Background: an optimization exercise with open tools, aiming at small area and a short achievable clock period. Do not read the settings as production practice. Only simulation tests tie the RTL to the original design; equivalence was not proved.

==> harbor: inputs <==
Design approx_inverse_gaussian_cdf, start of the top module:
module approx_inverse_gaussian_cdf #(
    parameter int TABLE_ENTRIES = 16,
    parameter int UNIFORM_BITS  = 32
) (
    input  logic                    i_clk,
    input  logic                    i_rst_n,
    input  logic                    start,
    output logic                    busy,
    input  logic [UNIFORM_BITS-1:0] i_uniform,
    output logic                    o_valid,
    output logic signed [30:0]      o_gaussian
);
==> module aigc_seg, before the edit <==
module aigc_seg (
    input  logic [31:0] i_u,
    output logic [29:0] o_r,
    output logic [15:1] o_oh
);
    logic [30:0] v;
    logic [30:17] any;    
    assign v = i_u[30:0] ^ {31{i_u[31]}};
    always_comb begin
        any[30] = v[30];
        for (int i = 29; i >= 17; i--) any[i] = any[i+1] | v[i];
    end
    always_comb begin
        o_r[16:0] = i_u[16:0];
        for (int i = 17; i <= 29; i++) o_r[i] = i_u[i] & any[i+1];
    end
    always_comb begin
        o_oh[1] = v[30];
        for (int s = 2; s <= 14; s++) o_oh[s] = v[31-s] & ~any[32-s];
        o_oh[15] = ~any[17];
    end
endmodule
Settings: LEC_CHECK=0, CAP_MARGIN=20, CORE_MARGIN=2, CORE_UTILIZATION=40, SLEW_MARGIN=20; clock period 10.0 ns.
standard.sh (not shown) runs the stock make flow with config.mk's settings and CLKGATE_MAP_FILE= SYNTH_SCRIPT=/design/flow/synth_recipe.tcl, a recipe that flattens the netlist after the stock synthesis.
==> flow/flow/run.sh <==
#!/bin/bash
set -euo pipefail
bash standard.sh SETUP_SLACK_MARGIN="${AIGC_SETUP_MARGIN:-6}" finish > flow_make.log 2>&1
==> amber: changes against harbor <==
--- a/flow/design.v
+++ b/flow/design.v
@@ -5,8 +5,13 @@
 );
-    logic [30:0] v;
-    logic [30:17] any;    
-    assign v = i_u[30:0] ^ {31{i_u[31]}};
+    logic        up;
+    logic [30:17] any0, any1, any;    
+    assign up = i_u[31];
     always_comb begin
-        any[30] = v[30];
-        for (int i = 29; i >= 17; i--) any[i] = any[i+1] | v[i];
+        any0[30] = i_u[30];
+        any1[30] = ~i_u[30];
+        for (int i = 29; i >= 17; i--) begin
+            any0[i] = any0[i+1] | i_u[i];
+            any1[i] = any1[i+1] | ~i_u[i];
+        end
+        any = up ? any1 : any0;
     end
@@ -17,4 +22,5 @@
     always_comb begin
-        o_oh[1] = v[30];
-        for (int s = 2; s <= 14; s++) o_oh[s] = v[31-s] & ~any[32-s];
+        o_oh[1] = up ? ~i_u[30] : i_u[30];
+        for (int s = 2; s <= 14; s++)
+            o_oh[s] = up ? (~i_u[31-s] & ~any1[32-s]) : (i_u[31-s] & ~any0[32-s]);
         o_oh[15] = ~any[17];
==> flow/flow/run.sh (replaced) <==
#!/bin/bash
set -euo pipefail
bash standard.sh SETUP_SLACK_MARGIN="${AIGC_SETUP_MARGIN:-6.5}" finish > flow_make.log 2>&1
--- a/flow/config.mk
+++ b/flow/config.mk
@@ -9,3 +9,5 @@
 export CORE_MARGIN = 2
-export CORE_UTILIZATION = 40
+export CORE_UTILIZATION = 55
+export CTS_CLUSTER_DIAMETER = 120
+export CTS_CLUSTER_SIZE = 20
 export SLEW_MARGIN = 20
==> garnet: changes against harbor <==
--- a/flow/design.v
+++ b/flow/design.v
@@ -5,8 +5,13 @@
 );
-    logic [30:0] v;
-    logic [30:17] any;    
-    assign v = i_u[30:0] ^ {31{i_u[31]}};
+    logic        up;
+    logic [30:17] any0, any1, any;    
+    assign up = i_u[31];
     always_comb begin
-        any[30] = v[30];
-        for (int i = 29; i >= 17; i--) any[i] = any[i+1] | v[i];
+        any0[30] = i_u[30];
+        any1[30] = ~i_u[30];
+        for (int i = 29; i >= 17; i--) begin
+            any0[i] = any0[i+1] | i_u[i];
+            any1[i] = any1[i+1] | ~i_u[i];
+        end
+        any = up ? any1 : any0;
     end
@@ -17,4 +22,5 @@
     always_comb begin
-        o_oh[1] = v[30];
-        for (int s = 2; s <= 14; s++) o_oh[s] = v[31-s] & ~any[32-s];
+        o_oh[1] = up ? ~i_u[30] : i_u[30];
+        for (int s = 2; s <= 14; s++)
+            o_oh[s] = up ? (~i_u[31-s] & ~any1[32-s]) : (i_u[31-s] & ~any0[32-s]);
         o_oh[15] = ~any[17];
==> flow/flow/run.sh (replaced) <==
#!/bin/bash
set -euo pipefail
bash standard.sh SETUP_SLACK_MARGIN="${AIGC_SETUP_MARGIN:-6.5}" finish > flow_make.log 2>&1
==> results.toml <==
[synthesis]
synth_area_per_cell_um2 = 9.18

[route]
routedWlPerCell_um = 29.1
dr.max_layer_used = "met4"
vias_per_cell = 7.04

[cells_and_area]
area_delta_synth_final_pct = 9.53
multi_input_gates = 2081

[floorplanning]
dieArea_um2 = 51400
start_util_pct = 55.7

[timing]
clock_skew_ns = 0.0157
fmax_ghz = 0.281
final.period_utilization_pct = 35.6

[place]
dpl.cell_count = 3453

[power_and_ir_drop]
p_seq_share_pct = 21.1
clock_power_share_pct = 8.3
power_density_nw_per_um2 = 309

[clock_network]
worstSkewPairLatency_ns = 0.54

[run_status]
outcome = "timing/DRC/antenna clean"
The numbers above come from amber.

==> results.toml <==
[run_status]
outcome = "timing/DRC/antenna clean"

[place]
dpl.cell_count = 3680

[clock_network]
worstSkewPairLatency_ns = 0.57

[critical_path]
crit_path_end = "q_t92"

[timing]
fmax_ghz = 0.250
final.period_utilization_pct = 39.9

[floorplanning]
start_util_pct = 40.5
dieArea_um2 = 70300

[cells_and_area]
multi_input_gates = 2091
final_cells = 3756
area_delta_synth_final_pct = 9.79

[synthesis]
synth_area_per_cell_um2 = 9.10
synthTopCellsByArea = "dfxtp_1, fa_1, xnor2_1, a221oi_1, a22o_1"

[power_and_ir_drop]
clock_power_share_pct = 13.9
power_density_nw_per_um2 = 337
p_seq_share_pct = 19.6

[route]
dr.max_layer_used = "met5"
vias_per_cell = 6.59
The numbers above come from harbor.

==> results.toml <==
[power_and_ir_drop]
power_density_nw_per_um2 = 319

[floorplanning]
dieArea_um2 = 70300
start_util_pct = 40.5

[route]
dr.max_layer_used = "met5"
vias_per_cell = 6.60
routedWlPerCell_um = 29.6

[place]
dpl.cell_count = 3668

[timing]
final.period_utilization_pct = 35.3

[run_status]
outcome = "timing/DRC/antenna clean"

[synthesis]
synth_area_per_cell_um2 = 9.18

[cells_and_area]
multi_input_gates = 2081
The numbers above come from garnet.

separate check: timing with driven ports:
How much do the figures lean on ideal ports? The routed layouts below were timed once more, with nothing changed but the port constraints. Step 1 assumes that a clkbuf_16 drives the clock port and a buf_2 every other input. Step 2 moves the port delays by t, midway between the first and last clock arrival at a register: inputs arrive t later, outputs are due t later. That takes back most of the time a late clock gives input paths. Three values: ideal, step 1, step 2; two values: the first two.
run | shift t [ns] | slack for setup (ns) | cell pins on the clock port's net
harbor | 0.612 | 6.008 / 6.008 / 5.523 | 1
amber | 0.593 | 6.445 / 6.445 / 5.935 | 1
garnet | 0.621 | 6.467 / 6.467 / 5.969 | 1
After both steps setup and hold are still met in every run listed. The setup slack of amber, which loses most, moves by 0.000 ns with the drivers and by -0.510 ns with both steps.
